Context: an optimization exercise on an open-source flow, tuned for small area. The choices shown serve that exercise and are no tape-out recipe. In this exercise RTL edits were held to simulation tests only and were not proved equivalent to the original. The clock port is modelled as an ideal driver; clocking choices that lean on that would not hold on a real chip. No activity file was given, so power comes from the tool's default toggle rates.

--- run.sh ---
#!/bin/bash
# synth_recipe.tcl (not shown) runs the flow's synth.tcl, then flattens the netlist and writes it again
# the make line also repeats each setting of config.mk as NAME=value (left out here)
make -C /OpenROAD-flow-scripts/flow DESIGN_CONFIG=/design/flow/config.mk WORK_HOME=/design/flow/orfs CLKGATE_MAP_FILE= SYNTH_SCRIPT=/design/flow/synth_recipe.tcl finish
--- config.mk ---
export PLATFORM = sky130hd
export DESIGN_NAME = page_swap_slot_manager
export DESIGN_NICKNAME = page_swap_slot_manager
export VERILOG_FILES = /design/flow/design.v
export SDC_FILE = /design/flow/constraint.sdc
export NUM_CORES = 4
export LEC_CHECK = 0
export CAP_MARGIN = 20
export CORE_MARGIN = 2
export CORE_UTILIZATION = 40
export PLACE_DENSITY = 0.6
export SLEW_MARGIN = 20
--- constraint.sdc ---
create_clock -name core_clock -period 10.0 [get_ports {clk}]
set_input_delay 2.0000 -clock core_clock [delete_from_list [all_inputs] [get_ports {clk}]]
set_output_delay 2.0000 -clock core_clock [all_outputs]
set_load 0.01 [all_outputs]
--- design.v ---
package pssm_pkg;
  localparam int PAGE_W  = 6;
  localparam int FRAME_W = 5;
  localparam int LOC_W   = 6;
  localparam int OUT_W   = 6;
  localparam int NUM_PAGES  = 64;
  localparam int SWAP_SLOTS = 64;
  localparam int SLOT_W     = $clog2(SWAP_SLOTS);
  localparam int GROUP_W    = 16;
  localparam int SUB_W      = 4;
  localparam int NUM_GROUPS = NUM_PAGES / GROUP_W;
  localparam int NUM_SUBS   = GROUP_W / SUB_W;
  localparam int GRP_W      = $clog2(NUM_GROUPS);
  localparam int POS_W      = $clog2(GROUP_W);
  localparam int SUBPOS_W   = $clog2(SUB_W);
  localparam int SUBIDX_W   = $clog2(NUM_SUBS);
  localparam int K_W        = $clog2(NUM_GROUPS + 1);
  typedef logic [1:0] opcode_t;
  localparam opcode_t OP_FIND     = 2'd0;
  localparam opcode_t OP_SWAP_OUT = 2'd1;
  localparam opcode_t OP_SWAP_IN  = 2'd2;
  localparam opcode_t OP_LOAD     = 2'd3;
  typedef logic [1:0] status_t;
  localparam status_t ST_DONE      = 2'd0;
  localparam status_t ST_NO_VALID  = 2'd1;
  localparam status_t ST_SWAP_FULL = 2'd2;
  typedef struct packed {
    logic [LOC_W-1:0]  location;
    logic [PAGE_W-1:0] vpage;
    logic              dirty;
  } row_t;
  typedef struct packed {
    logic accept;
    logic scan_step;
    logic rd_issue;
    logic exec;
    logic fail;
    logic load_out;
  } cmd_t;
  typedef struct packed {
    opcode_t op;
    logic    scan_hit;
    logic    scan_last;
    logic    out_free;
  } stat_t;
endpackage
import pssm_pkg::*;
module page_swap_slot_manager (
  input  logic                clk,
  input  logic                rst,
  input  logic                req_valid,
  output logic                req_ready,
  input  logic [1:0]          req_opcode,
  input  logic [PAGE_W-1:0]   req_page_number,
  input  logic [FRAME_W-1:0]  req_frame_number,
  input  logic                req_load_valid,
  output logic                rsp_valid,
  input  logic                rsp_ready,
  output logic [OUT_W-1:0]    rsp_victim_page,
  output logic [OUT_W-1:0]    rsp_swap_slot,
  output logic [1:0]          rsp_status
);
  logic [NUM_PAGES-1:0]  v_ring;
  logic [LOC_W-1:0]      loc_ring [NUM_PAGES];
  logic [SWAP_SLOTS-1:0] s_ring;
  logic              v_head, s_head;
  logic [LOC_W-1:0]  loc_head;
  logic              v_new, s_new;
  logic [LOC_W-1:0]  loc_new;
  logic [PAGE_W-1:0] hcnt;       
  logic              clr;        
  logic [PAGE_W-1:0] ptr;        
  logic              fscan;      
  logic              sscan;      
  logic              sk;         
  logic              sfull;      
  logic              upd;        
  logic              upd_val;
  logic [SLOT_W-1:0] slot_r;     
  logic              rv_en;      
  logic              rs_en;      
  logic [1:0]        rst_q;      
  assign v_head   = v_ring[NUM_PAGES-1];
  assign s_head   = s_ring[SWAP_SLOTS-1];
  assign loc_head = loc_ring[NUM_PAGES-1];
  logic idle, at_page, at_ptr, at_slot, at_last;
  logic take, take_find, take_load, take_in, take_out;
  logic scanning, found_free, find_on, found_valid, find_fail;
  assign idle    = !clr && !rsp_valid && !fscan && !sscan && !upd;
  assign at_page = (hcnt == req_page_number);
  assign at_ptr  = (hcnt == ptr);
  assign at_slot = (hcnt == slot_r);
  assign at_last = &hcnt;
  always_comb begin
    case (req_opcode)
      OP_FIND:     req_ready = idle && at_ptr;
      OP_SWAP_OUT: req_ready = idle && at_page && sk;
      default:     req_ready = idle && at_page;
    endcase
  end
  assign take      = req_valid && req_ready;
  assign take_find = take && (req_opcode == OP_FIND);
  assign take_out  = take && (req_opcode == OP_SWAP_OUT);
  assign take_in   = take && (req_opcode == OP_SWAP_IN);
  assign take_load = take && (req_opcode == OP_LOAD);
  assign scanning   = sscan || (idle && req_valid && (req_opcode == OP_SWAP_OUT) && !sk && (hcnt == '0));
  assign found_free = scanning && !s_head;
  assign find_on     = take_find || fscan;
  assign found_valid = find_on && v_head;
  assign find_fail   = fscan && at_ptr;
  always_comb begin
    v_new   = v_head;
    loc_new = loc_head;
    s_new   = s_head;
    if (take_load) begin
      v_new   = req_load_valid;
      loc_new = LOC_W'(req_frame_number);
    end
    if (take_in) begin
      v_new   = 1'b1;
      loc_new = LOC_W'(req_frame_number);
    end
    if (take_out && !sfull) begin
      v_new   = 1'b0;
      loc_new = slot_r;
    end
    if (upd && at_slot) s_new = upd_val;
    if (clr) begin
      v_new   = 1'b0;
      loc_new = '0;
      s_new   = 1'b0;
    end
  end
  always_ff @(posedge clk) begin
    v_ring <= {v_ring[NUM_PAGES-2:0], v_new};
    s_ring <= {s_ring[SWAP_SLOTS-2:0], s_new};
    loc_ring[0] <= loc_new;
    for (int i = 1; i < NUM_PAGES; i++) loc_ring[i] <= loc_ring[i-1];
  end
  always_ff @(posedge clk) begin
    if (rst) begin
      hcnt      <= '0;
      clr       <= 1'b1;
      ptr       <= '0;
      fscan     <= 1'b0;
      sscan     <= 1'b0;
      sk        <= 1'b0;
      upd       <= 1'b0;
      rsp_valid <= 1'b0;
    end else begin
      hcnt <= hcnt + 1'b1;
      if (clr && at_last) clr <= 1'b0;
      if (scanning) begin
        if (!s_head) begin
          sscan <= 1'b0;
          sk    <= 1'b1;
        end else if (at_last) begin
          sscan <= 1'b0;
          sk    <= 1'b1;
        end else begin
          sscan <= 1'b1;
        end
      end
      if (upd && at_slot) upd <= 1'b0;
      if (take_in || (take_out && !sfull)) begin
        upd <= 1'b1;
        sk  <= 1'b0;
      end
      if (found_valid) begin
        ptr   <= hcnt;
        fscan <= 1'b0;
      end else if (find_fail) begin
        fscan <= 1'b0;
      end else if (take_find) begin
        fscan <= 1'b1;
      end
      if (rsp_valid && rsp_ready) rsp_valid <= 1'b0;
      if ((take && !take_find) || found_valid || find_fail) rsp_valid <= 1'b1;
    end
  end
  always_ff @(posedge clk) begin
    if (scanning) begin
      slot_r <= hcnt;
      sfull  <= s_head;
    end
    if (take_in) slot_r <= loc_head;
    if (take_in)  upd_val <= 1'b0;
    if (take_out) upd_val <= 1'b1;
    if (take && !take_find) begin
      rv_en <= 1'b0;
      rs_en <= take_in || (take_out && !sfull);
      rst_q <= (take_out && sfull) ? ST_SWAP_FULL : ST_DONE;
    end
    if (found_valid || find_fail) begin
      rv_en <= found_valid;
      rs_en <= 1'b0;
      rst_q <= found_valid ? ST_DONE : ST_NO_VALID;
    end
  end
  assign rsp_victim_page = rv_en ? ptr : '0;
  assign rsp_swap_slot   = rs_en ? slot_r : '0;
  assign rsp_status      = rst_q;
endmodule
==> impl_metrics.json, run 1 <==
{
  "clock_path_buffers": 3,
  "netlist_instances": 712,
  "final_nets": 805,
  "worstPathArrival_ps": 4300,
  "post-cts-setup-buffers": 0,
  "drtIter0Drc": 231,
  "antenna_found_initial": 0,
  "hp-start": "loc_ring[13][1]$_DFF_P_",
  "start_kind": "input pin",
  "cts_htree_levels": 2,
  "post_cts_resized": 0,
  "grt_use_total_pct": 9.69,
  "grt_pass1_wl_um": 24500,
  "finalNonFillerCells": 1215,
  "num_io_pins": 34,
  "yosys.cell_types.count": 44,
  "final_cell_mix": "532 x dfxtp_1, 49 x clkbuf_16, 33 x clkdlybuf4s50_1, 16 x nor2_1",
  "p_leak_nw": 5.76,
  "post-route-min-period_ps": 6300,
  "clkLatencyLatePin_ps": 550,
  "tightestPinTransition_ps": 926,
  "gp_congestion": 0.878,
  "rows": 63,
  "fin_crit_sh_pct": 63.0,
  "crit_fanout": 9,
  "drc": 0,
  "grt_pass1_vias": 4775,
  "fmax_mhz": 159,
  "initial_core_util_pct": 40.8,
  "post_drt_via_cell_ratio": 3.89,
  "synth_ff_type": "dfxtp_1",
  "dieArea_um2": 31800,
  "slew_headroom_pct": 37.6,
  "synth_seq_area_share_pct": 90.1,
  "clkTransAtPathRegs_ps": 60,
  "hp-class": "flip-flop to flip-flop",
  "cp_num_cells": 7,
  "ys_warn_count": 2,
  "placeableCoreArea_um2": 29800,
  "die_y_um": 178,
  "drive_gt1_share_pct": 12.1,
  "routed-via-count": 4732,
  "wl_per_cell_um": 11.9,
  "crit_path_end_kind": "primary output",
  "syn-num-nets": 732,
  "r2r_start": "fscan$_SDFFE_PP0P_",
  "worst-setup-path-type": "input pin to primary output",
  "critical_path.max_stage_delay_ps": 670,
  "cts_root_buf": "clkbuf_16",
  "path_cells": "clkdlybuf4s50_1 > a21o_1 > nand4_2 > or2_1 > a21boi_0 > nor3b_1 > clkdlybuf4s50_1",
  "fillers": 2494,
  "worstHoldPathCells": 0,
  "fin_tns_setup_ps": 0,
  "crit_top_cell": "clkdlybuf4s50_1",
  "critPathBufInv": 2,
  "cts_tree": "yes",
  "rsz0062_at_grt": "no",
  "ant_nets": 0,
  "ir_worst_vdd_uv": 121,
  "cts_buffers": 48,
  "dieWidth_um": 178,
  "synthArstFlopShare_pct": 0,
  "hold_buffers": 0,
  "setup_viol": 0,
  "numPortBuffers": 33,
  "avgSynthCellArea_um2": 17.1,
  "grt_max_degree": 25,
  "routed_wl_um": 14400,
  "diodes": 0,
  "power_density_nw_per_um2": 277,
  "first_pass_iters": 4,
  "reg2regPathDepth": 4,
  "synth_edf_count": 10,
  "required_ps": 8000,
  "slew_viol_final": 0,
  "area_growth_pct": 20.1,
  "max_cap_violations": 0,
  "rrSetupSlack_ps": 7350,
  "syn_area_um2": 12200,
  "cts_sinks": 542,
  "clock_skew_ps": 8.89,
  "ys_ff_latch": 542,
  "r2r_end": "slot_r[5]$_DFFE_PP_",
  "hold_viol": 0,
  "critPathTopFamily": "buffers and inverters",
  "status": "finished clean",
  "final_common_cell": "dfxtp_1",
  "hpwl_um": 7390,
  "cp_slowest_cell": "clkdlybuf4s50_1",
  "place_inst": 1125,
  "min_to": "loc_ring[14][1]$_DFF_P_",
  "grt-ovfl-total": 0
}
==> worst max path at each step <==
stage / start / end
3_3_place_gp: req_opcode[0] / req_ready
2_1_floorplan: req_opcode[0] / req_ready
6_report: req_opcode[0] / req_ready
3_5_place_dp: req_opcode[0] / req_ready
4_1_cts: req_opcode[0] / req_ready
5_1_grt: req_opcode[0] / req_ready
==> cell type report <==
type	count	area (µm²)	area share, %
repair buffers	33	330	2.26
inverters	6	22.5	0.154
well taps	390	488	3.34
clock inverters	22	251	1.72
flip-flops and latches	542	11000	75.1
multi-input cells	154	1130	7.74
clock buffers	68	1420	9.72
==> report_power, final <==
| part | internal, mW | switching, mW |
|---|---|---|
| logic | 0.0135 | 0.0106 |
| registers | 2.17 | 0.00364 |
| clock network | 1.10 | 0.753 |
| total | 3.28 | 0.768 |
==> cell families (layout without fill, tap and decap cells) <==
group,count (synthesis),in the layout,share of synthesized area (%)
fa+ha+maj,2,2,0.206
simple gates,86,86,4.48
mux,18,18,1.54
xor+xnor,22,22,1.83
buf+inv,16,129,0.597
compound gates,26,26,1.24
flops,542,542,90.1
==> metrics by stage <==
stage / setup WS (ps) / total power [mW] / utilization (%) / hold WS, ps / cell area (µm²)
after floorplan: 4790 / 2.23 / - / 310 / 12200
after global placement: 3750 / 2.24 / 43.4 / 311 / 12900
after detailed placement: 3720 / 2.24 / 43.4 / 312 / 12900
after CTS: 3710 / 4.11 / 49.0 / 320 / 14600
after global routing: 3560 / 4.19 / 49.0 / 325 / 14600
final: 3700 / 4.05 / 49.0 / 321 / 14600
==> synthesized netlist by cell type (3+ instances only) <==
cell	instances	area, µm²
a21oi_1	10	50.1
and2_1	13	81.3
buf_2	7	35.0
dfxtp_1	532	10700
edfxtp_1	10	300
inv_1	6	22.5
mux2_2	6	67.6
mux2i_1	12	120
nand2_1	10	37.5
nand2b_1	13	81.3
nand3_1	4	20.0
nor2_1	16	60.1
nor2b_1	4	25.0
nor3b_1	3	22.5
nor4_1	4	25.0
o21ai_0	7	35.0
xnor2_1	7	61.3
xnor2_2	4	65.1
xor2_1	11	96.3
==> flip-flops by register name (all words and copies together) (netlist names) <==
name       flops
loc_ring     384
s_ring        64
v_ring        64
hcnt           6
ptr            6
slot_r         6
rst_q          2
clr            1
fscan          1
rs_en          1
rsp_valid      1
rv_en          1
sfull          1
sk             1
sscan          1
upd            1
upd_val        1
==> metal layers <==
metal,wire length [µm],up-vias,global-route usage [%]
met1,7630,2175,14.0
li1,-,2421,-
met4,423,0,5.01
met5,0,-,0
met3,891,39,2.81
met2,5490,97,13.1
==> run 2: changes to the inputs <==
==> flow/run.sh (new file) <==
#!/bin/bash
# standard layout with two changes: CTS without dummy loads, and port buffers as buf_1
set -euo pipefail
export CTS_ARGS="-sink_clustering_enable -repair_clock_nets -dont_use_dummy_load -sink_clustering_size 20 -sink_clustering_max_diameter 50 -buf_list {sky130_fd_sc_hd__clkbuf_8}"
export BUFFER_PORTS_ARGS="-buffer_cell sky130_fd_sc_hd__buf_1"
bash standard.sh > standard.log 2>&1
==> standard.sh (new file) <==
#!/bin/bash
# synth_recipe.tcl (not shown) runs the flow's synth.tcl, then flattens the netlist and writes it again
# the make line also repeats each setting of config.mk as NAME=value (left out here)
make -C /OpenROAD-flow-scripts/flow DESIGN_CONFIG=/design/flow/config.mk WORK_HOME=/design/flow/orfs CLKGATE_MAP_FILE= SYNTH_SCRIPT=/design/flow/synth_recipe.tcl "${@:-finish}"
--- a/config.mk
+++ b/config.mk
@@ -8,5 +8,8 @@
 export CAP_MARGIN = 20
 export CORE_MARGIN = 2
-export CORE_UTILIZATION = 40
-export PLACE_DENSITY = 0.6
+export CORE_UTILIZATION = 60
+export CTS_BUF_LIST = sky130_fd_sc_hd__clkbuf_4 sky130_fd_sc_hd__clkbuf_8
+export CTS_CLUSTER_DIAMETER = 60
+export CTS_CLUSTER_SIZE = 30
+export PLACE_DENSITY = 0.7
 export SLEW_MARGIN = 20
removed: run.sh
==> run 2 against run 1 <==
  * Die area decreased by 33%
  * Cell area decreased by 10%
  * Sequential share of layout area increased by 8.8 points
  * Flip-flop and latch count unchanged
  * Synthesized cell count unchanged
  * Count of clock-buffer cells in the layout decreased by 32
  * Maximum frequency increased by 11%
==> impl_metrics.json, run 2 <==
{
  "dieArea_um2": 21400,
  "drtIter0Drc": 161,
  "wl_per_cell_um": 14.5,
  "grt_use_total_pct": 14.8,
  "cts_tree": "yes",
  "path_cells": "buf_1 > a21o_1 > nand4_2 > or2_1 > a21boi_0 > nor3b_1 > buf_1",
  "worst-setup-path-type": "input pin to primary output",
  "worstPathArrival_ps": 3670,
  "rsz0062_at_grt": "no",
  "yosys-top-cells-count": "532 x dfxtp_1, 16 x nor2_1, 13 x and2_1, 13 x nand2b_1, 12 x mux2i_1",
  "rrSetupSlack_ps": 7260,
  "grt-ovfl-total": 0,
  "cts_buffers": 36,
  "largest_reg_flops": 384,
  "num_io_pins": 34,
  "final_common_cell": "dfxtp_1",
  "cts_htree_levels": 2,
  "routed-via-count": 4631,
  "hpwl_um": 8800,
  "clkTransAtPathRegs_ps": 100,
  "synth_edf_count": 10,
  "required_ps": 8000,
  "fin_hold_ws_ps": 278,
  "grt.busiest_layer": "met2",
  "ant_nets": 0,
  "yosysMostFrequentCell": "dfxtp_1",
  "grt_pass1_wl_um": 24900,
  "r2r_start": "fscan$_SDFFE_PP0P_",
  "numPortBuffers": 33,
  "clock_skew_ps": 66.0,
  "post-route-min-period_ps": 5670,
  "syn_area_um2": 12200,
  "regMostFlops": "loc_ring",
  "cts_root_buf": "clkbuf_8",
  "finalNonFillerCells": 1041,
  "cp_num_cells": 7,
  "ys_top_cells_by_area": "dfxtp_1 88%, edfxtp_1 2.5%, mux2i_1 0.99%, xor2_1 0.79%, and2_1 0.67%",
  "dieWidth_um": 146,
  "ys_warn_count": 2,
  "area_growth_pct": 7.46,
  "hold_buffers": 0,
  "place_inst": 1005,
  "met3_usage_pct": 4.34,
  "r2r_end": "slot_r[0]$_DFFE_PP_",
  "first_pass_iters": 4,
  "synth_seq_area_share_pct": 90.1,
  "setup_viol": 0,
  "ys_ff_latch": 542,
  "met2_usage_pct": 21.8,
  "rows": 52,
  "gr-usage-met1_pct": 21.3,
  "syn-num-nets": 732,
  "synthArstFlopShare_pct": 0,
  "hp-class": "flip-flop to flip-flop",
  "fin_tns_setup_ps": 0,
  "status": "finished clean",
  "post_cts_resized": 0,
  "diodes": 0,
  "gp_congestion": 0.781,
  "critPathBufInv": 2,
  "hold_viol": 0,
  "netlist_instances": 712,
  "post_drt_via_cell_ratio": 4.45,
  "p_leak_nw": 5.10,
  "critPathLaunch": "req_opcode[0]",
  "crit_path_end_kind": "primary output",
  "max_cap_violations": 0,
  "grt_max_degree": 25,
  "clkLatencyLatePin_ps": 550,
  "slew_headroom_pct": 32.3,
  "critical_path.max_stage_delay_ps": 340,
  "reg2regPathDepth": 4,
  "critPathTopFamily": "simple AND/OR/NAND/NOR gates",
  "synth_ff_type": "dfxtp_1",
  "final_nets": 793,
  "final_cell_mix": "532 x dfxtp_1, 36 x clkbuf_8, 33 x buf_1, 16 x nor2_1",
  "die_y_um": 146,
  "crit_fanout": 9,
  "top_regs": "loc_ring x384, s_ring x64, v_ring x64",
  "power_density_nw_per_um2": 236,
  "ir_worst_vdd_uv": 180,
  "antenna_found_initial": 0,
  "cts_sinks": 542,
  "crit_end": "req_ready",
  "fillers": 1424,
  "yosys.area.top_type_share_pct": 87.6,
  "placeableCoreArea_um2": 20000,
  "avgSynthCellArea_um2": 17.1,
  "fmax_mhz": 176,
  "drive_gt1_share_pct": 6.87,
  "slew_viol_final": 0,
  "routed_wl_um": 15000,
  "fin_crit_sh_pct": 56.7,
  "tightestPinTransition_ps": 1010,
  "clock_path_buffers": 3,
  "crit_top_cell": "buf_1",
  "yosys.area.top_type": "dfxtp_1",
  "cp_slowest_cell": "buf_1",
  "initial_core_util_pct": 60.6,
  "yosys.cell_types.count": 44,
  "post-cts-setup-buffers": 0,
  "drc": 0,
  "grt_pass1_vias": 4849,
  "start_kind": "input pin"
}
-- run 2: cell type report --
type                       instances  area [µm²]  area share [%]
clock buffer                      36         495            3.79
multi-input combinational        154        1130            8.65
timing repair buffer              33         124           0.948
inverter                           6        22.5           0.172
tap                              270         338            2.59
sequential                       542       11000            83.8
-- run 2: routing by layer --
layer,vias to the layer above,part of all wire [%]
li1,2348,-
met1,2177,51
met2,81,42
met3,25,4.5
met4,0,2.0
met5,-,0
-- run 2: logic make-up (layout without fill, tap and decap cells) --
kind of cell | count (synthesis) | in the layout | share of synthesized area [%]
adder cells (fa/ha/maj) | 2 | 2 | 0.206
AO/OA/AOI/OAI | 26 | 26 | 1.24
buffers and inverters | 16 | 75 | 0.597
flip-flops | 542 | 542 | 90.1
AND/OR/NAND/NOR | 86 | 86 | 4.48
XOR/XNOR | 22 | 22 | 1.83
multiplexers | 18 | 18 | 1.54
-- run 2: power by group --
| part | switching (mW) | total, mW | internal (mW) |
|---|---|---|---|
| registers | 0.00411 | 2.17 | 2.16 |
| logic | 0.0110 | 0.0201 | 0.00911 |
| clock network | 0.565 | 0.891 | 0.326 |
-- run 2: how the worst min path moves through the flow --
| stage | start | to | slack (ps) | cells after the start |
|---|---|---|---|---|
| 2_1_floorplan | loc_ring[9][0]$_DFF_P_ | loc_ring[10][0]$_DFF_P_ | 310 | 0 |
| 3_3_place_gp | loc_ring[62][0]$_DFF_P_ | loc_ring[63][0]$_DFF_P_ | 310 | 0 |
| 3_5_place_dp | loc_ring[14][1]$_DFF_P_ | loc_ring[15][1]$_DFF_P_ | 310 | 0 |
| 4_1_cts | s_ring[24]$_DFF_P_ | s_ring[25]$_DFF_P_ | 280 | 0 |
| 5_1_grt | s_ring[24]$_DFF_P_ | s_ring[25]$_DFF_P_ | 270 | 0 |
| 6_report | s_ring[27]$_DFF_P_ | s_ring[28]$_DFF_P_ | 280 | 0 |
-- run 2: through the flow --
step	cell area (µm²)	power, mW	worst slack, ps	util (%)
2_1_floorplan	12200	2.23	4790	-
3_3_place_gp	12600	2.24	4360	62.7
3_5_place_dp	12600	2.24	4330	62.7
4_1_cts	13100	3.12	4330	65.2
5_1_grt	13100	3.20	4190	65.2
6_report	13100	3.08	4330	65.2
==> run 3: changes to the inputs <==
--- a/design.v
+++ b/design.v
@@ -76,9 +76,7 @@
   logic              sfull;      
   logic              upd;        
-  logic              upd_val;
   logic [SLOT_W-1:0] slot_r;     
-  logic              rv_en;      
-  logic              rs_en;      
-  logic [1:0]        rst_q;      
+  logic [1:0]        last_op;    
+  logic              fail;       
   assign v_head   = v_ring[NUM_PAGES-1];
   assign s_head   = s_ring[SWAP_SLOTS-1];
@@ -125,5 +123,5 @@
       loc_new = slot_r;
     end
-    if (upd && at_slot) s_new = upd_val;
+    if (upd && at_slot) s_new = (last_op == OP_SWAP_OUT);
     if (clr) begin
       v_new   = 1'b0;
@@ -185,19 +183,26 @@
     end
     if (take_in) slot_r <= loc_head;
-    if (take_in)  upd_val <= 1'b0;
-    if (take_out) upd_val <= 1'b1;
-    if (take && !take_find) begin
-      rv_en <= 1'b0;
-      rs_en <= take_in || (take_out && !sfull);
-      rst_q <= (take_out && sfull) ? ST_SWAP_FULL : ST_DONE;
-    end
-    if (found_valid || find_fail) begin
-      rv_en <= found_valid;
-      rs_en <= 1'b0;
-      rst_q <= found_valid ? ST_DONE : ST_NO_VALID;
-    end
-  end
-  assign rsp_victim_page = rv_en ? ptr : '0;
-  assign rsp_swap_slot   = rs_en ? slot_r : '0;
-  assign rsp_status      = rst_q;
+    if (take) begin
+      last_op <= req_opcode;
+      fail    <= take_out && sfull;
+    end
+    if (find_fail) fail <= 1'b1;
+  end
+  always_comb begin
+    rsp_victim_page = '0;
+    rsp_swap_slot   = '0;
+    rsp_status      = ST_DONE;
+    case (last_op)
+      OP_FIND: begin
+        if (fail) rsp_status = ST_NO_VALID;
+        else      rsp_victim_page = ptr;
+      end
+      OP_SWAP_OUT: begin
+        if (fail) rsp_status = ST_SWAP_FULL;
+        else      rsp_swap_slot = slot_r;
+      end
+      OP_SWAP_IN: rsp_swap_slot = slot_r;
+      default: ;
+    endcase
+  end
 endmodule
==> flow/run.sh (replaced) <==
#!/bin/bash
# standard layout with two changes: CTS without dummy loads, and port buffers as buf_1
set -euo pipefail
export CTS_ARGS="-sink_clustering_enable -repair_clock_nets -dont_use_dummy_load -sink_clustering_size 22 -sink_clustering_max_diameter 50 -buf_list {sky130_fd_sc_hd__clkbuf_8}"
export BUFFER_PORTS_ARGS="-buffer_cell sky130_fd_sc_hd__buf_1"
bash standard.sh > standard.log 2>&1
--- a/config.mk
+++ b/config.mk
@@ -6,10 +6,8 @@
 export NUM_CORES = 4
 export LEC_CHECK = 0
+export ABC_AREA = 1
 export CAP_MARGIN = 20
 export CORE_MARGIN = 2
 export CORE_UTILIZATION = 60
-export CTS_BUF_LIST = sky130_fd_sc_hd__clkbuf_4 sky130_fd_sc_hd__clkbuf_8
-export CTS_CLUSTER_DIAMETER = 60
-export CTS_CLUSTER_SIZE = 30
 export PLACE_DENSITY = 0.7
 export SLEW_MARGIN = 20
==> run 3 against run 2 <==
  * Die area is 0.37% higher
  * Via count is 7.7% higher
  * Clock power is 6.5% lower
  * Critical path depth is 3 higher
  * Cell area is 0.32% lower
  * Largest power group unchanged
==> impl_metrics.json, run 3 <==
{
  "post_drt_via_cell_ratio": 4.42,
  "first_pass_iters": 5,
  "worstPathArrival_ps": 3280,
  "max_cap_violations": 0,
  "gp_congestion": 0.797,
  "post-route-min-period_ps": 5280,
  "fin_tns_setup_ps": 0,
  "yosys.cell_types.count": 36,
  "worst-setup-path-type": "input pin to primary output",
  "avgSynthCellArea_um2": 15.2,
  "numPortBuffers": 33,
  "utilization_pct": 64.8,
  "syn_area_um2": 12200,
  "routed_wl_um": 15100,
  "synth_seq_area_share_pct": 89.4,
  "post_cts_resized": 0,
  "synthArstFlopShare_pct": 0,
  "grt-ovfl-total": 0,
  "cts_buffers": 31,
  "synth_xor_area_share_pct": 0.503,
  "switchingPower_mw": 0.570,
  "rows": 52,
  "ys_ff_latch": 540,
  "cts_root_buf": "clkbuf_8",
  "p_leak_nw": 5.30,
  "yosysMostFrequentCell": "dfxtp_1",
  "synth_edf_count": 9,
  "cts_sinks": 540,
  "p_clk_share_pct": 27.7,
  "hp-class": "flip-flop to flip-flop",
  "netlist_instances": 802,
  "ys_top_cells_by_area": "dfxtp_1 87%, edfxtp_1 2.2%, nand2_1 2.2%, inv_1 1.4%, nor2_1 1.2%",
  "diodes": 0,
  "synth_top_family_by_area": "simple AND/OR/NAND/NOR gates",
  "place_ws_ps": 4720,
  "drive_gt1_share_pct": 6.18,
  "area_growth_pct": 6.72,
  "power_frac_seq_pct": 71.6,
  "grt_use_total_pct": 14.5,
  "drc": 0,
  "dieArea_um2": 21500,
  "final_common_cell": "dfxtp_1",
  "power_density_nw_per_um2": 231,
  "status": "finished clean",
  "hpwl_um": 9000,
  "num_io_pins": 34,
  "slew_headroom_pct": 46.2,
  "clkLatencyLatePin_ps": 590,
  "synth_ff_type": "dfxtp_1",
  "setup_slack_ps": 4720,
  "yosys-top-cells-count": "531 x dfxtp_1, 70 x nand2_1, 44 x inv_1, 40 x nor2_1, 21 x a21oi_1",
  "required_ps": 8000,
  "fin_crit_sh_pct": 52.8,
  "rsz0062_at_grt": "no",
  "ys_warn_count": 2,
  "routed-via-count": 4986,
  "clock_skew_ps": 55.7,
  "place_inst": 1097,
  "initial_core_util_pct": 60.7,
  "tightestPinTransition_ps": 798,
  "start_kind": "input pin",
  "die_y_um": 147,
  "ant_nets": 0,
  "post-cts-setup-buffers": 0,
  "final_cell_mix": "531 x dfxtp_1, 70 x nand2_1, 44 x inv_1, 40 x nor2_1, 33 x buf_1",
  "regMostFlops": "loc_ring",
  "internal_power_mw": 2.44,
  "crit_fanout": 9,
  "grt_pass1_vias": 4956,
  "hold_viol": 0,
  "clock_path_buffers": 3,
  "placeableCoreArea_um2": 20100,
  "fmax_mhz": 189,
  "cts_tree": "yes",
  "largest_reg_flops": 384,
  "grt_pass1_wl_um": 25000,
  "comb_power_share_pct": 0.7,
  "hold_buffers": 0,
  "synthSimpleGateAreaFrac_pct": 5.71,
  "clkTransAtPathRegs_ps": 110,
  "synth.area.mux_share_pct": 0,
  "synth_fa_ha_area_share_pct": 0.513,
  "setup_viol": 0,
  "switching_share_pct": 18.9,
  "drtIter0Drc": 215,
  "cts_htree_levels": 1,
  "syn-num-nets": 825,
  "slew_viol_final": 0,
  "grt_max_degree": 23,
  "yosys.area.top_type": "dfxtp_1",
  "finalNonFillerCells": 1128,
  "yosys.area.top_type_share_pct": 87.1,
  "synth_compound_area_share_pct": 1.74,
  "wl_per_cell_um": 13.4,
  "antenna_found_initial": 1,
  "dieWidth_um": 147,
  "final_nets": 883,
  "top_regs": "loc_ring x384, s_ring x64, v_ring x64",
  "ir_worst_vdd_uv": 170,
  "crit_path_end_kind": "primary output"
}
## run 3: cell types whose count changed after synthesis, moves of 6 or more
cell,delta
inv_1,+38
mux2i_1,-12
nor2_1,+24
and2_1,-13
mux2_2,-6
buf_2,-6
nand3_1,+14
xor2_1,-8
nand2_1,+60
a21oi_1,+11
nand2b_1,-13
## run 3: logic make-up after synthesis
family	after synthesis
flops	540
fa+ha+maj	5
simple gates	153
buf+inv	59
xor+xnor	7
compound gates	38
## run 3: layout make-up
type | count | area, µm²
Inverter | 51 | 196
Sequential cell | 540 | 10900
Timing Repair Buffer | 33 | 124
Fill cell | 1422 | 7090
Multi-Input combinational cell | 203 | 1030
Tap cell | 270 | 338
Clock buffer | 31 | 427
## run 3: final timing paths
check | slack, ps | cells after the start | endpoint | startpoint
worst max-delay path | 4720 | 10 | req_ready | req_opcode[1]
worst min-delay path | 270 | 0 | v_ring[61]$_DFF_P_ | v_ring[60]$_DFF_P_
worst max register to register | 7760 | 9 | slot_r[2]$_DFFE_PP_ | hcnt[5]$_SDFF_PP0_
worst min register to register | 270 | 0 | v_ring[61]$_DFF_P_ | v_ring[60]$_DFF_P_
## run 3: critical path: stages
cell and delay, ps:
buf_1 310, nor2_1 170, nor2_1 160, nand2_1 70, nor2_1 100, nand2_1 80
nand2_2 110, nand2_1 70, inv_1 60, buf_1 150
## run 3: metal layers
layer | up-vias | GRT usage (%) | routed length (µm)
met4 | 0 | 4.51 | 384
met1 | 2301 | 21.7 | 7940
met2 | 92 | 21.5 | 6150
li1 | 2564 | - | -
met3 | 29 | 2.91 | 667
met5 | - | 0 | 0
## run 3: stage by stage
step                      hold slack, ps  cell area, µm²  power (mW)
after floorplan                      310           12200        2.22
after global placement               310           12600        2.23
after detailed placement             312           12600        2.23
after CTS                            275           13000        3.05
after global routing                 280           13000        3.12
final                                273           13000        3.01
## run 3: power by group through the flow
stage / Clock [mW] / Combinational (mW) / Sequential (mW)
final: 0.833 / 0.0213 / 2.16
after global routing: 0.938 / 0.0238 / 2.16
after CTS: 0.867 / 0.0213 / 2.16
after detailed placement: 0 / 0.0212 / 2.21
after global placement: 0 / 0.0209 / 2.21
after floorplan: 0 / 0.0151 / 2.21
==> run 4: changes to the inputs <==
--- a/config.mk
+++ b/config.mk
@@ -6,5 +6,4 @@
 export NUM_CORES = 4
 export LEC_CHECK = 0
-export ABC_AREA = 1
 export CAP_MARGIN = 20
 export CORE_MARGIN = 2
==> run 4 against run 3 <==
  * Sequential power about the same
  * First-iteration DRC count increased by 8.4%
  * Synthesized area fell by 0.72%
  * Count of clock-buffer cells in the layout did not move
  * Critical endpoint unchanged
  * Largest cell class unchanged
  * Largest power group unchanged
==> impl_metrics.json, run 4 <==
{
  "status": "finished clean",
  "synthArstFlopShare_pct": 0,
  "hp-start": "loc_ring[1][1]$_DFF_P_",
  "worst-setup-path-type": "input pin to primary output",
  "fillers": 1449,
  "drive_gt1_share_pct": 5.45,
  "area_growth_pct": 6.72,
  "synth_ff_type": "dfxtp_1",
  "num_io_pins": 34,
  "cts_root_buf": "clkbuf_8",
  "max_cap_violations": 0,
  "ys_warn_count": 2,
  "grt_pass1_vias": 4830,
  "yosysMostFrequentCell": "dfxtp_1",
  "regMostFlops": "loc_ring",
  "dieArea_um2": 21300,
  "power_frac_seq_pct": 71.6,
  "yosys.area.top_type_share_pct": 87.8,
  "grt_max_degree": 25,
  "diodes": 0,
  "grt_use_total_pct": 14.1,
  "yosys.area.top_type": "dfxtp_1",
  "switching_share_pct": 19.0,
  "ant_nets": 0,
  "cts_tree": "yes",
  "cts_buffers": 31,
  "hold_viol": 0,
  "cts_sinks": 540,
  "slew_headroom_pct": 42.5,
  "place_ws_ps": 4520,
  "ys_top_cells_by_area": "dfxtp_1 88%, edfxtp_1 2.2%, mux2i_1 1.1%, xnor2_1 0.87%, mux2_4 0.74%",
  "syn-num-nets": 741,
  "crit_fanout": 8,
  "hold_buffers": 0,
  "worstHoldPathCells": 0,
  "setup_viol": 0,
  "crit_path_end_kind": "primary output",
  "numPortBuffers": 33,
  "clock_path_buffers": 3,
  "grt-ovfl-total": 0,
  "ir_worst_vdd_uv": 149,
  "final_area_um2": 12900,
  "fin_tns_setup_ps": 0,
  "required_ps": 8000,
  "netlist_instances": 718,
  "path_cells": "buf_1 > a21oi_1 > or3_4 > nor2_1 > nor2_1 > nor3b_1 > buf_1",
  "power_density_nw_per_um2": 233,
  "post_cts_resized": 0,
  "start_kind": "input pin",
  "initial_core_util_pct": 61.6,
  "avgSynthCellArea_um2": 16.9,
  "comb_power_share_pct": 0.6,
  "drc": 0,
  "critPathBufInv": 2,
  "switchingPower_mw": 0.572,
  "r2r_start": "hcnt[4]$_SDFF_PP0_",
  "critPathLaunch": "req_opcode[0]",
  "dieWidth_um": 146,
  "final_common_cell": "dfxtp_1",
  "final_cell_mix": "531 x dfxtp_1, 33 x buf_1, 31 x clkbuf_8, 22 x nor2_1, 15 x inv_1",
  "hpwl_um": 8480,
  "routed-via-count": 4576,
  "placeableCoreArea_um2": 19700,
  "final_nets": 796,
  "first_pass_iters": 4,
  "routed_wl_um": 14700,
  "fin_crit_sh_pct": 55.4,
  "p_leak_nw": 5.05,
  "critPathTopFamily": "simple AND/OR/NAND/NOR gates",
  "post_drt_via_cell_ratio": 4.42,
  "tightestPinTransition_ps": 862,
  "setup_slack_ps": 4460,
  "drtIter0Drc": 233,
  "top_regs": "loc_ring x384, s_ring x64, v_ring x64",
  "die_y_um": 146,
  "yosys.cell_types.count": 42,
  "fmax_mhz": 180,
  "hp-class": "flip-flop to flip-flop",
  "cp_slowest_cell": "or3_4",
  "grt_pass1_wl_um": 24500,
  "yosys-top-cells-count": "531 x dfxtp_1, 22 x nor2_1, 15 x inv_1, 13 x mux2i_1, 13 x nand2b_1",
  "gp_congestion": 0.863,
  "synth_edf_count": 9,
  "worstPathArrival_ps": 3540,
  "place_area_um2": 12500,
  "p_clk_share_pct": 27.8,
  "critical_path.max_stage_delay_ps": 430,
  "slew_viol_final": 0,
  "syn_area_um2": 12100,
  "cp_num_cells": 7,
  "clkTransAtPathRegs_ps": 110,
  "rsz0062_at_grt": "no",
  "post-route-min-period_ps": 5540,
  "largest_reg_flops": 384,
  "wl_per_cell_um": 14.2,
  "cts_htree_levels": 1,
  "rows": 51,
  "antenna_found_initial": 0,
  "clock_skew_ps": 70.6,
  "internal_power_mw": 2.44,
  "post-cts-setup-buffers": 0,
  "clkLatencyLatePin_ps": 590,
  "ys_ff_latch": 540,
  "synth_seq_area_share_pct": 90.0,
  "reg2regPathDepth": 5
}
-- run 4: cell types whose count changed in the layout (fill, tap and decap cells not counted), moves of 5 or more --
cell | previous run | this run
xnor2_1 | 4 | 12
mux2i_1 | 0 | 13
inv_1 | 44 | 15
a21oi_1 | 21 | 10
nand2b_1 | 0 | 13
nand2_1 | 70 | 8
nor2_1 | 40 | 22
and2_1 | 0 | 8
nand3_1 | 18 | 4
inv_2 | 5 | 0
mux2_4 | 0 | 6
xor2_1 | 3 | 10
-- run 4: power groups by stage --
stage          Sequential, mW  Clock [mW]  Combinational [mW]
3_5_place_dp             2.21           0              0.0189
3_3_place_gp             2.21           0              0.0185
4_1_cts                  2.16       0.864              0.0190
6_report                 2.16       0.837              0.0189
2_1_floorplan            2.21           0              0.0156
5_1_grt                  2.16       0.943              0.0209
-- run 4: metal layers --
layer  up-vias  wire length [µm]  global-route usage (%)
met3        27               474                    2.91
met2        66              6090                    21.2
met5         -                 0                       0
met4         0               444                    4.85
met1      2137              7670                    20.8
li1       2346                 -                       -
-- run 4: cell families after synthesis --
family | Yosys count | synth area share [%]
simple gates | 81 | 3.87
fa+ha+maj | 5 | 0.517
buf+inv | 26 | 1.02
compound gates | 25 | 1.18
mux | 19 | 1.82
flops | 540 | 90.0
xor+xnor | 22 | 1.59
-- run 4: cell type report --
type / count / area (µm²) / area share, %
Clock buffer: 31 / 427 / 3.30
Sequential cell: 540 / 10900 / 84.3
Timing Repair Buffer: 33 / 124 / 0.958
Multi-Input combinational cell: 152 / 1090 / 8.41
Tap cell: 265 / 332 / 2.57
Inverter: 15 / 56.3 / 0.436
-- run 4: through the flow --
stage | instances | hold slack, ps | total power [mW] | utilization [%]
after CTS | 1036 | 291 | 3.04 | 65.8
final | 1036 | 292 | 3.02 | 65.8
after floorplan | 718 | 310 | 2.22 | -
after detailed placement | 1005 | 312 | 2.23 | 63.6
after global routing | 1036 | 282 | 3.13 | 65.8
after global placement | 1005 | 310 | 2.23 | 63.6
-- run 4: path summary, 6_finish.rpt --
path | endpoint | slack, ps
worst max register to register | slot_r[0]$_DFFE_PP_ | 7130
worst min register to register | loc_ring[2][1]$_DFF_P_ | 290
worst max-delay path | req_ready | 4460
worst min-delay path | loc_ring[2][1]$_DFF_P_ | 290
==> run 5: changes to the inputs <==
==> flow/run.sh (replaced) <==
#!/bin/bash
# standard layout with two changes: CTS without dummy loads, and port buffers as buf_1
set -euo pipefail
export CTS_ARGS="-sink_clustering_enable -repair_clock_nets -dont_use_dummy_load -sink_clustering_size 20 -sink_clustering_max_diameter 50 -buf_list {sky130_fd_sc_hd__clkbuf_8}"
export BUFFER_PORTS_ARGS="-buffer_cell sky130_fd_sc_hd__buf_1"
bash standard.sh > standard.log 2>&1
--- a/config.mk
+++ b/config.mk
@@ -6,4 +6,5 @@
 export NUM_CORES = 4
 export LEC_CHECK = 0
+export ABC_AREA = 1
 export CAP_MARGIN = 20
 export CORE_MARGIN = 2
==> run 5 against run 4 <==
  * Via count rose by 9.7%
  * Highest routed layer unchanged
  * Critical path depth up 3
  * Wire length is 3.8% higher
  * Synthesized area increased by 0.72%
  * Cell area is 1.1% higher
  * Sequential share of layout area fell by 0.95 points
  * Still clean on timing, DRC and antenna
  * Critical path type unchanged
  * Die area grew 0.71%
==> impl_metrics.json, run 5 <==
{
  "status": "finished clean",
  "synth_edf_count": 9,
  "grt.busiest_layer": "met1",
  "yosys.area.top_type": "dfxtp_1",
  "synthArstFlopShare_pct": 0,
  "met3_usage_pct": 3.25,
  "synth_ff_type": "dfxtp_1",
  "rows": 52,
  "grt_max_degree": 21,
  "ys_ff_latch": 540,
  "placeableCoreArea_um2": 20100,
  "grt_pass1_wl_um": 25300,
  "netlist_instances": 802,
  "hp-start": "v_ring[60]$_DFF_P_",
  "setup_viol": 0,
  "post_cts_resized": 0,
  "cts_sinks": 540,
  "wl_per_cell_um": 13.5,
  "fmax_mhz": 189,
  "ys_top_cells_by_area": "dfxtp_1 87%, edfxtp_1 2.2%, nand2_1 2.2%, inv_1 1.4%, nor2_1 1.2%",
  "syn_area_um2": 12200,
  "hold_buffers": 0,
  "worstPathArrival_ps": 3290,
  "syn-num-nets": 825,
  "die_y_um": 147,
  "yosys.cell_types.count": 36,
  "slew_headroom_pct": 47.5,
  "grt_use_total_pct": 14.8,
  "tightestPinTransition_ps": 779,
  "start_kind": "input pin",
  "drtIter0Drc": 234,
  "first_pass_iters": 4,
  "clock_path_buffers": 3,
  "hold_viol": 0,
  "diodes": 0,
  "cts_tree": "yes",
  "final_nets": 887,
  "yosys-top-cells-count": "531 x dfxtp_1, 70 x nand2_1, 44 x inv_1, 40 x nor2_1, 21 x a21oi_1",
  "met2_usage_pct": 21.4,
  "cts_htree_levels": 2,
  "slew_viol_final": 0,
  "post-cts-setup-buffers": 0,
  "area_growth_pct": 7.17,
  "ys_warn_count": 2,
  "drive_gt1_share_pct": 6.61,
  "fin_tns_setup_ps": 0,
  "rsz0062_at_grt": "no",
  "drc": 0,
  "hpwl_um": 9000,
  "clkLatencyLatePin_ps": 540,
  "cts_buffers": 35,
  "grt-ovfl-total": 0,
  "clock_skew_ps": 71.9,
  "dieWidth_um": 147,
  "ant_nets": 0,
  "top_regs": "loc_ring x384, s_ring x64, v_ring x64",
  "critPathLaunch": "req_opcode[1]",
  "crit_path_end_kind": "primary output",
  "largest_reg_flops": 384,
  "clkTransAtPathRegs_ps": 100,
  "p_leak_nw": 5.33,
  "antenna_found_initial": 1,
  "yosysMostFrequentCell": "dfxtp_1",
  "initial_core_util_pct": 60.7,
  "crit_fanout": 9,
  "routed_wl_um": 15200,
  "gr-usage-met1_pct": 21.9,
  "synth_seq_area_share_pct": 89.4,
  "gp_congestion": 0.797,
  "fin_crit_sh_pct": 52.9,
  "yosys.area.top_type_share_pct": 87.1,
  "cts_root_buf": "clkbuf_8",
  "final_cell_mix": "531 x dfxtp_1, 70 x nand2_1, 44 x inv_1, 40 x nor2_1, 35 x clkbuf_8",
  "worst-setup-path-type": "input pin to primary output",
  "final_area_um2": 13100,
  "hp-class": "flip-flop to flip-flop",
  "regMostFlops": "loc_ring",
  "finalNonFillerCells": 1132,
  "power_density_nw_per_um2": 234,
  "routed-via-count": 5019,
  "post-route-min-period_ps": 5290,
  "max_cap_violations": 0,
  "dieArea_um2": 21500,
  "ir_worst_vdd_uv": 188,
  "required_ps": 8000,
  "place_area_um2": 12600,
  "numPortBuffers": 33,
  "avgSynthCellArea_um2": 15.2,
  "r2r_start": "hcnt[5]$_SDFF_PP0_",
  "final_common_cell": "dfxtp_1",
  "num_io_pins": 34,
  "post_drt_via_cell_ratio": 4.43,
  "grt_pass1_vias": 5007,
  "place_inst": 1097
}
-- run 5: worst paths after layout --
kind	end	slack, ps	cells past startpoint
hold / removal	v_ring[61]$_DFF_P_	270	0
hold reg to reg	v_ring[61]$_DFF_P_	270	0
setup / recovery	req_ready	4710	10
setup reg to reg	slot_r[3]$_DFFE_PP_	7780	9
-- run 5: kinds of logic (layout without fill, tap and decap cells) --
logic type,Yosys count,after routing,share of synthesized area [%]
DFF,540,540,89.4
xor gates and xnor gates,7,7,0.503
AOI/OAI and AO/OA,38,38,1.74
and+or+nand+nor,153,153,5.71
adders and majority gates,5,5,0.513
buffers and inverters,59,119,2.17
-- run 5: per-layer routing --
metal | wire length (µm) | vias to the layer above
met5 | 0 | -
met4 | 384 | 0
met3 | 774 | 33
met2 | 6130 | 98
met1 | 7940 | 2316
li1 | - | 2572
-- run 5: through the flow --
step	hold WS (ps)	total power, mW	util [%]	worst slack, ps
floorplan	310	2.22	-	5290
global placement	310	2.23	62.6	4750
detailed placement	312	2.23	62.6	4720
CTS	264	3.10	65.0	4720
global route	271	3.18	65.0	4560
finish	267	3.06	65.0	4710
-- run 5: final cells by class --
type / instances / area (µm²)
Multi-Input combinational cell: 203 / 1030
Sequential cell: 540 / 10900
Timing Repair Buffer: 33 / 124
Fill cell: 1414 / 7030
Clock buffer: 35 / 482
Inverter: 51 / 196
Tap cell: 270 / 338
-- run 5: power by group --
group	internal, mW	switching [mW]
clock network	0.318	0.566
registers	2.16	0.00208
logic	0.00756	0.0137
total	2.48	0.581
-- run 5: critical path, stage by stage --
cell and delay (ps):
buf_1 320, nor2_1 170, nor2_1 160, nand2_1 70, nor2_1 100, nand2_1 80, nand2_2 110, nand2_1 60
inv_1 60, buf_1 150
==> run 6: changes to the inputs <==
--- a/design.v
+++ b/design.v
@@ -74,5 +74,4 @@
   logic              sscan;      
   logic              sk;         
-  logic              sfull;      
   logic              upd;        
   logic [SLOT_W-1:0] slot_r;     
@@ -119,5 +118,5 @@
       loc_new = LOC_W'(req_frame_number);
     end
-    if (take_out && !sfull) begin
+    if (take_out && !fail) begin
       v_new   = 1'b0;
       loc_new = slot_r;
@@ -161,8 +160,6 @@
       end
       if (upd && at_slot) upd <= 1'b0;
-      if (take_in || (take_out && !sfull)) begin
-        upd <= 1'b1;
-        sk  <= 1'b0;
-      end
+      if (take_in || (take_out && !fail)) upd <= 1'b1;
+      if (take) sk <= 1'b0;
       if (found_valid) begin
         ptr   <= hcnt;
@@ -180,10 +177,10 @@
     if (scanning) begin
       slot_r <= hcnt;
-      sfull  <= s_head;
+      fail   <= s_head;
     end
     if (take_in) slot_r <= loc_head;
     if (take) begin
       last_op <= req_opcode;
-      fail    <= take_out && sfull;
+      if (!take_out) fail <= 1'b0;
     end
     if (find_fail) fail <= 1'b1;
==> flow/run.sh (replaced) <==
#!/bin/bash
# standard layout with two changes: CTS without dummy loads, and port buffers as buf_1
set -euo pipefail
export CTS_ARGS="-sink_clustering_enable -repair_clock_nets -dont_use_dummy_load -sink_clustering_size 22 -sink_clustering_max_diameter 50 -buf_list {sky130_fd_sc_hd__clkbuf_8}"
export BUFFER_PORTS_ARGS="-buffer_cell sky130_fd_sc_hd__buf_1"
bash standard.sh > standard.log 2>&1
--- a/config.mk
+++ b/config.mk
@@ -6,5 +6,4 @@
 export NUM_CORES = 4
 export LEC_CHECK = 0
-export ABC_AREA = 1
 export CAP_MARGIN = 20
 export CORE_MARGIN = 2
==> run 6 against run 5 <==
  * Still clean on timing, DRC and antenna
  * Maximum frequency decreased by 6.2%
  * Via count decreased by 8.8%
  * First-iteration DRC count decreased by 41%
  * Power decreased by 2.1%
  * Count of clock-buffer cells in the layout decreased by 4
  * Die area decreased by 1.3%
  * Sequential share of layout area increased by 1.1 points
  * Critical endpoint unchanged
==> impl_metrics.json, run 6 <==
{
  "status": "finished clean",
  "routed-via-count": 4576,
  "numPortBuffers": 33,
  "slew_viol_final": 0,
  "worst-setup-path-type": "input pin to primary output",
  "fin_tns_setup_ps": 0,
  "r2r_end": "slot_r[2]$_DFFE_PP_",
  "drive_gt1_share_pct": 5.99,
  "switchingPower_mw": 0.560,
  "yosys.area.top_type": "dfxtp_1",
  "yosys.area.top_type_share_pct": 88.3,
  "fin_crit_sh_pct": 56.4,
  "diodes": 0,
  "avgSynthCellArea_um2": 16.8,
  "syn-num-nets": 738,
  "internal_power_mw": 2.44,
  "drc": 0,
  "hold_viol": 0,
  "slew_headroom_pct": 37.4,
  "num_io_pins": 34,
  "critPathLaunch": "req_opcode[0]",
  "ys_warn_count": 2,
  "post_drt_via_cell_ratio": 4.43,
  "comb_power_share_pct": 0.6,
  "grt_pass1_vias": 4734,
  "dieWidth_um": 146,
  "yosysMostFrequentCell": "dfxtp_1",
  "fmax_mhz": 177,
  "cts_htree_levels": 1,
  "placeableCoreArea_um2": 19600,
  "cts_root_buf": "clkbuf_8",
  "hpwl_um": 8420,
  "regMostFlops": "loc_ring",
  "die_y_um": 146,
  "switching_share_pct": 18.7,
  "post-route-min-period_ps": 5640,
  "netlist_instances": 715,
  "first_pass_iters": 4,
  "p_leak_nw": 5.07,
  "rows": 51,
  "wl_per_cell_um": 13.9,
  "clkTransAtPathRegs_ps": 120,
  "reg2regPathDepth": 4,
  "power_frac_seq_pct": 71.9,
  "cts_sinks": 539,
  "worstPathArrival_ps": 3640,
  "dieArea_um2": 21200,
  "syn_area_um2": 12000,
  "crit_end": "req_ready",
  "yosys-top-cells-count": "531 x dfxtp_1, 23 x nand2_1, 22 x nor2_1, 14 x xor2_1, 12 x inv_1",
  "hp-class": "flip-flop to flip-flop",
  "synth_ff_type": "dfxtp_1",
  "grt_use_total_pct": 13.9,
  "routed_wl_um": 14300,
  "cp_slowest_cell": "nor3_1",
  "setup_viol": 0,
  "synthArstFlopShare_pct": 0,
  "cts_buffers": 31,
  "cts_tree": "yes",
  "synth_edf_count": 8,
  "initial_core_util_pct": 61.4,
  "yosys.cell_types.count": 44,
  "crit_path_end_kind": "primary output",
  "required_ps": 8000,
  "worstHoldPathCells": 0,
  "grt-ovfl-total": 0,
  "grt_pass1_wl_um": 24100,
  "top_regs": "loc_ring x384, s_ring x64, v_ring x64",
  "largest_reg_flops": 384,
  "p_clk_share_pct": 27.5,
  "gp_congestion": 0.777,
  "start_kind": "input pin",
  "grt_max_degree": 23,
  "final_nets": 793,
  "clock_path_buffers": 3,
  "post_cts_resized": 0,
  "tightestPinTransition_ps": 929,
  "final_common_cell": "dfxtp_1",
  "ys_top_cells_by_area": "dfxtp_1 88%, edfxtp_1 2.0%, xor2_1 1.0%, nand2_1 0.72%, nor2_1 0.69%",
  "fillers": 1400,
  "post-cts-setup-buffers": 0,
  "power.total_mw": 3.00,
  "clock_skew_ps": 35.1,
  "ant_nets": 0,
  "drtIter0Drc": 139,
  "path_cells": "buf_1 > a21oi_1 > nor3_1 > nand2_1 > a21boi_0 > nor3_1 > buf_1",
  "r2r_start": "clr$_SDFFE_PP1P_",
  "hold_buffers": 0,
  "antenna_found_initial": 0,
  "power_density_nw_per_um2": 233,
  "rrSetupSlack_ps": 7140,
  "clkLatencyLatePin_ps": 590,
  "area_growth_pct": 6.84,
  "crit_fanout": 8,
  "ir_worst_vdd_uv": 128,
  "final_cell_mix": "531 x dfxtp_1, 33 x buf_1, 31 x clkbuf_8, 23 x nand2_1, 22 x nor2_1",
  "critical_path.max_stage_delay_ps": 380,
  "rsz0062_at_grt": "no",
  "ys_ff_latch": 539,
  "synth_seq_area_share_pct": 90.3,
  "max_cap_violations": 0
}
==> run 6: cell types whose count changed after synthesis, moves of 11 or more <==
cell     delta
nor2_1     -18
xor2_1     +11
inv_1      -32
nand2_1    -47
a21oi_1    -15
nand3_1    -13
==> run 6: cell families (layout without fill, tap and decap cells) <==
logic type / count (synthesis) / count (layout) / share of synthesized area (%)
AOI/OAI and AO/OA: 21 / 21 / 1.17
xor gates and xnor gates: 22 / 22 / 1.60
adders and majority gates: 5 / 5 / 0.520
buffers and inverters: 23 / 76 / 0.863
DFF: 539 / 539 / 90.3
muxes: 17 / 17 / 1.51
and+or+nand+nor: 88 / 88 / 4.03
==> run 6: layer usage <==
metal  routed length [µm]  part of all wire, %  GRT usage (%)
met2                 6050                   42           21.4
met3                  709                  4.9           3.23
met5                    0                    0              0
met4                  268                  1.9           4.61
met1                 7300                   51           19.9
==> run 6: power groups by stage <==
stage | clock [mW] | combinational (mW) | sequential, mW
finish | 0.826 | 0.0175 | 2.15
global route | 0.936 | 0.0193 | 2.16
CTS | 0.857 | 0.0177 | 2.15
detailed placement | 0 | 0.0176 | 2.20
global placement | 0 | 0.0172 | 2.20
floorplan | 0 | 0.0136 | 2.20
==> run 6: worst min-delay path by stage <==
stage	from	to	slack (ps)
6_report	loc_ring[22][2]$_DFF_P_	loc_ring[23][2]$_DFF_P_	290
2_1_floorplan	loc_ring[9][0]$_DFF_P_	loc_ring[10][0]$_DFF_P_	310
3_3_place_gp	loc_ring[44][2]$_DFF_P_	loc_ring[45][2]$_DFF_P_	310
5_1_grt	loc_ring[22][2]$_DFF_P_	loc_ring[23][2]$_DFF_P_	300
3_5_place_dp	loc_ring[21][5]$_DFF_P_	loc_ring[22][5]$_DFF_P_	310
4_1_cts	loc_ring[22][2]$_DFF_P_	loc_ring[23][2]$_DFF_P_	300
==> run 6: area by class of cell <==
type	instances	area (µm²)	area share, %
multi-input cells	153	1060	8.27
flip-flops and latches	539	10900	84.5
inverters	12	45.0	0.350
well taps	265	332	2.58
clock buffers	31	427	3.32
repair buffers	33	124	0.963
==> run 6: worst max-delay path: cells and delay by family <==
kind,cells,cell delay (ps)
AO/OA/AOI/OAI,2,340
buffers and inverters,2,480
AND/OR/NAND/NOR,3,790
==> run 6: metrics by stage <==
stage / instance area (µm²) / util [%] / hold WS, ps / worst slack [ps] / cells
finish: 12900 / 65.7 / 288 / 4360 / 1033
global route: 12900 / 65.7 / 295 / 4190 / 1033
CTS: 12900 / 65.7 / 295 / 4370 / 1033
detailed placement: 12400 / 63.5 / 312 / 4370 / 1002
global placement: 12400 / 63.5 / 310 / 4400 / 1002
floorplan: 12000 / - / 310 / 4740 / 715
==> run 7: changes to the inputs <==
--- a/design.v
+++ b/design.v
@@ -81,5 +81,5 @@
   assign s_head   = s_ring[SWAP_SLOTS-1];
   assign loc_head = loc_ring[NUM_PAGES-1];
-  logic idle, at_page, at_ptr, at_slot, at_last;
+  logic idle, at_page, at_ptr, at_slot, at_zero, at_last;
   logic take, take_find, take_load, take_in, take_out;
   logic scanning, found_free, find_on, found_valid, find_fail;
@@ -88,4 +88,5 @@
   assign at_ptr  = (hcnt == ptr);
   assign at_slot = (hcnt == slot_r);
+  assign at_zero = (hcnt == '0);
   assign at_last = &hcnt;
   always_comb begin
@@ -101,5 +102,5 @@
   assign take_in   = take && (req_opcode == OP_SWAP_IN);
   assign take_load = take && (req_opcode == OP_LOAD);
-  assign scanning   = sscan || (idle && req_valid && (req_opcode == OP_SWAP_OUT) && !sk && (hcnt == '0));
+  assign scanning   = sscan || (idle && req_valid && (req_opcode == OP_SWAP_OUT) && !sk && at_zero);
   assign found_free = scanning && !s_head;
   assign find_on     = take_find || fscan;
@@ -137,7 +138,6 @@
   always_ff @(posedge clk) begin
     if (rst) begin
-      hcnt      <= '0;
+      hcnt      <= PAGE_W'(1);
       clr       <= 1'b1;
-      ptr       <= '0;
       fscan     <= 1'b0;
       sscan     <= 1'b0;
@@ -147,5 +147,5 @@
     end else begin
       hcnt <= hcnt + 1'b1;
-      if (clr && at_last) clr <= 1'b0;
+      if (clr && at_zero) clr <= 1'b0;
       if (scanning) begin
         if (!s_head) begin
@@ -163,5 +163,4 @@
       if (take) sk <= 1'b0;
       if (found_valid) begin
-        ptr   <= hcnt;
         fscan <= 1'b0;
       end else if (find_fail) begin
@@ -175,4 +174,5 @@
   end
   always_ff @(posedge clk) begin
+    if (found_valid || clr) ptr <= hcnt;
     if (scanning) begin
       slot_r <= hcnt;
==> flow/run.sh (replaced) <==
#!/bin/bash
# standard layout with these changes: CTS without dummy loads and with clkbuf_8 clusters of
# up to 22 registers, port buffers as buf_1, and after CTS a downsizing of gates with slack
# to spare (flow/post_cts.tcl)
set -euo pipefail
export CTS_ARGS="-sink_clustering_enable -repair_clock_nets -dont_use_dummy_load -sink_clustering_size 22 -sink_clustering_max_diameter 50 -buf_list {sky130_fd_sc_hd__clkbuf_8}"
export BUFFER_PORTS_ARGS="-buffer_cell sky130_fd_sc_hd__buf_1"
export POST_CTS_TCL="$PWD/flow/post_cts.tcl"
bash standard.sh > standard.log 2>&1
==> flow/post_cts.tcl (new file) <==
# after CTS: downsize gates that have timing slack to spare, then repair slew and
# capacitance again and legalise the placement
estimate_parasitics -placement
repair_timing -recover_power 100 -verbose
repair_design -cap_margin 20 -slew_margin 20 -verbose
detailed_placement
check_placement -verbose
==> run 7 against run 6 <==
  * Count of clock-buffer cells in the layout shrank 1
  * Clock skew increased by 73 ps
  * Cell area down 0.36%
  * Wire length is 0.62% higher
  * Global-route usage about the same
  * Flip-flop and latch count stayed put
  * Die area down 0.13%
  * Sequential power is essentially flat
  * Synthesized cell count decreased by 1.7%
  * Sequential share of layout area up 0.77 points
  * Maximum frequency grew 4.8%
  * Largest power group unchanged
==> impl_metrics.json, run 7 <==
{
  "final_nets": 780,
  "fmax_mhz": 186,
  "clkTransAtPathRegs_ps": 120,
  "numPortBuffers": 33,
  "path_cells": "clkbuf_1 > a21oi_1 > nor3_1 > a22oi_1 > nor2_1 > buf_1",
  "antenna_found_initial": 0,
  "routed-via-count": 4548,
  "post_drt_via_cell_ratio": 4.46,
  "hp-class": "flip-flop to flip-flop",
  "grt_use_total_pct": 13.9,
  "grt_max_degree": 23,
  "num_io_pins": 34,
  "ant_nets": 0,
  "worst-setup-path-type": "input pin to primary output",
  "drive_gt1_share_pct": 5.17,
  "tightestPinTransition_ps": 898,
  "syn_area_um2": 12000,
  "required_ps": 8000,
  "ys_top_cells_by_area": "dfxtp_1 87%, edfxtp_1 3.5%, xnor2_1 0.87%, xor2_1 0.66%, nor2_1 0.62%",
  "grt_pass1_vias": 4705,
  "slew_viol_final": 0,
  "cp_slowest_cell": "clkbuf_1",
  "max_cap_violations": 0,
  "first_pass_iters": 4,
  "p_leak_nw": 4.99,
  "netlist_instances": 703,
  "drtIter0Drc": 216,
  "rows": 51,
  "diodes": 0,
  "drc": 0,
  "post-route-min-period_ps": 5380,
  "regMostFlops": "loc_ring",
  "grt-ovfl-total": 0,
  "clock_skew_ps": 108,
  "grt_pass1_wl_um": 23800,
  "cts_tree": "yes",
  "synth_ff_type": "dfxtp_1",
  "ys_ff_latch": 539,
  "final_cell_mix": "525 x dfxtp_1, 30 x clkbuf_8, 30 x buf_1, 20 x nor2_1",
  "routed_wl_um": 14400,
  "crit_path_end_kind": "primary output",
  "final_common_cell": "dfxtp_1",
  "fin_crit_sh_pct": 53.8,
  "yosys.area.top_type": "dfxtp_1",
  "slew_headroom_pct": 39.6,
  "largest_reg_flops": 384,
  "synth_seq_area_share_pct": 90.9,
  "regArea_um2": 10900,
  "ir_worst_vdd_uv": 149,
  "status": "finished clean",
  "yosys-top-cells-count": "525 x dfxtp_1, 20 x nor2_1, 14 x edfxtp_1, 14 x inv_1, 13 x nand2_1",
  "syn-num-nets": 726,
  "yosysMostFrequentCell": "dfxtp_1",
  "power.total_mw": 3.04,
  "critical_path.max_stage_delay_ps": 330,
  "start_kind": "input pin",
  "yosys.area.top_type_share_pct": 87.4,
  "die_y_um": 146,
  "setup_viol": 0,
  "hpwl_um": 8380,
  "hold_viol": 0,
  "wl_per_cell_um": 14.1,
  "synth_edf_count": 14,
  "ys_warn_count": 2,
  "gp_congestion": 0.801,
  "initial_core_util_pct": 61.4,
  "yosys.cell_types.count": 42,
  "avgSynthCellArea_um2": 17.1,
  "fillers": 1376,
  "worstPathArrival_ps": 3380,
  "area_growth_pct": 6.60,
  "placeableCoreArea_um2": 19600,
  "synthArstFlopShare_pct": 0,
  "rsz0062_at_grt": "no",
  "fin_tns_setup_ps": 0,
  "crit_fanout": 9,
  "cts_sinks": 539,
  "top_regs": "loc_ring x384, s_ring x64, v_ring x64",
  "dieArea_um2": 21200,
  "multi_input_area_um2": 963,
  "dieWidth_um": 146,
  "clkLatencyLatePin_ps": 620,
  "power_density_nw_per_um2": 237
}
==> run 7: cell types whose count changed after synthesis, moves of 3 or more <==
| cell | change |
|---|---|
| nand2_1 | -10 |
| xnor2_1 | +4 |
| xor2_1 | -5 |
| nand2b_1 | +3 |
| dfxtp_1 | -6 |
| edfxtp_1 | +6 |
| mux2_1 | -4 |
| nand4_1 | +3 |
| nor3_1 | -4 |
==> run 7: critical path: cells and delay by family <==
| family | cells | cell delay (ps) |
|---|---|---|
| and+or+nand+nor | 2 | 450 |
| buffers and inverters | 2 | 510 |
| AOI/OAI and AO/OA | 2 | 430 |
==> run 7: area by class of cell <==
class	instances	area share [%]
inverters	14	0.410
well taps	265	2.59
flip-flops and latches	539	85.3
repair buffers	33	0.967
multi-input cells	139	7.52
clock buffers	30	3.22
==> run 7: path summary, 6_finish.rpt <==
| kind | startpoint | to | slack, ps | depth (start not counted) |
|---|---|---|---|---|
| max reg2reg | hcnt[2]$_SDFF_PP0_ | ptr[4]$_DFFE_PP_ | 7240 | 5 |
| min | loc_ring[0][5]$_SDFF_PP0_ | loc_ring[1][5]$_DFF_P_ | 270 | 0 |
| max | req_opcode[0] | req_ready | 4620 | 6 |
| min reg2reg | loc_ring[0][5]$_SDFF_PP0_ | loc_ring[1][5]$_DFF_P_ | 270 | 0 |
==> run 7: per-stage QoR <==
| stage | cells | utilization (%) | hold WS [ps] | setup WS [ps] | area [µm²] |
|---|---|---|---|---|---|
| finish | 1020 | 65.4 | 268 | 4620 | 12800 |
| global route | 1020 | 65.4 | 263 | 4490 | 12800 |
| detailed placement | 990 | 63.4 | 312 | 4620 | 12400 |
| global placement | 990 | 63.4 | 310 | 4630 | 12400 |
| floorplan | 703 | - | 310 | 5050 | 12000 |
==> run 7: logic make-up (layout without fill, tap and decap cells) <==
group,after synthesis,in the layout,share of synthesized area (%)
XOR/XNOR,21,21,1.53
AO/OA/AOI/OAI,27,27,1.59
AND/OR/NAND/NOR,75,75,3.58
buffers and inverters,25,77,0.895
flip-flops,539,539,90.9
multiplexers,11,11,0.958
adder cells (fa/ha/maj),5,5,0.520
==> run 7: metal layers <==
metal	part of all wire, %	vias up	track usage, %
met4	2.2	0	4.17
met1	53	2119	21.1
met5	0	-	0
met3	4.3	25	3.10
li1	-	2314	-
met2	40	90	20.2
==> run 7: report_power, final <==
group	total [mW]	internal, mW	switching (mW)
Sequential	2.17	2.16	0.0114
Clock	0.827	0.270	0.557
Combinational	0.0370	0.0162	0.0209

==> port drivers added, routing unchanged <==
The flow's constraints put no driver on any port. The routed layouts listed below were extracted and timed again, unchanged, in two steps.
Step 1 (the two cells are an assumption about what drives the block):
set clk [get_ports {clk}]
set_driving_cell -lib_cell sky130_fd_sc_hd__clkbuf_16 $clk
set_driving_cell -lib_cell sky130_fd_sc_hd__buf_2 [delete_from_list [all_inputs] $clk]
Step 2 also shifts input and output timing later by t, the mid clock arrival at the registers, as if the neighbouring blocks saw the same clock.
Three values: no drivers, after step 1, after step 2; two values: the first two.
run | t (ns) | slack for setup (ns) | hold WS [ns] | worst setup path at the end
run 1 | 0.589 | 3.698 / 3.668 / 3.668 | 0.321 / 0.321 / 0.321 | input to output
run 2 | 0.555 | 4.329 / 4.284 / 4.284 | 0.278 / 0.278 / 0.278 | input to output
run 3 | 0.605 | 4.722 / 4.697 / 4.697 | 0.273 / 0.273 / 0.273 | input to output
run 4 | 0.598 | 4.458 / 4.434 / 4.434 | 0.292 / 0.292 / 0.292 | input to output
run 5 | 0.541 | 4.712 / 4.687 / 4.687 | 0.267 / 0.267 / 0.267 | input to output
run 6 | 0.607 | 4.362 / 4.329 / 4.329 | 0.288 / 0.288 / 0.288 | input to output
run 7 | 0.603 | 4.620 / 4.589 / 4.589 | 0.268 / 0.268 / 0.268 | input to output
After both steps setup and hold are still met in every run listed. For run 2, which loses most, drivers alone change the setup slack by -0.045 ns; drivers and shift together by -0.045 ns.
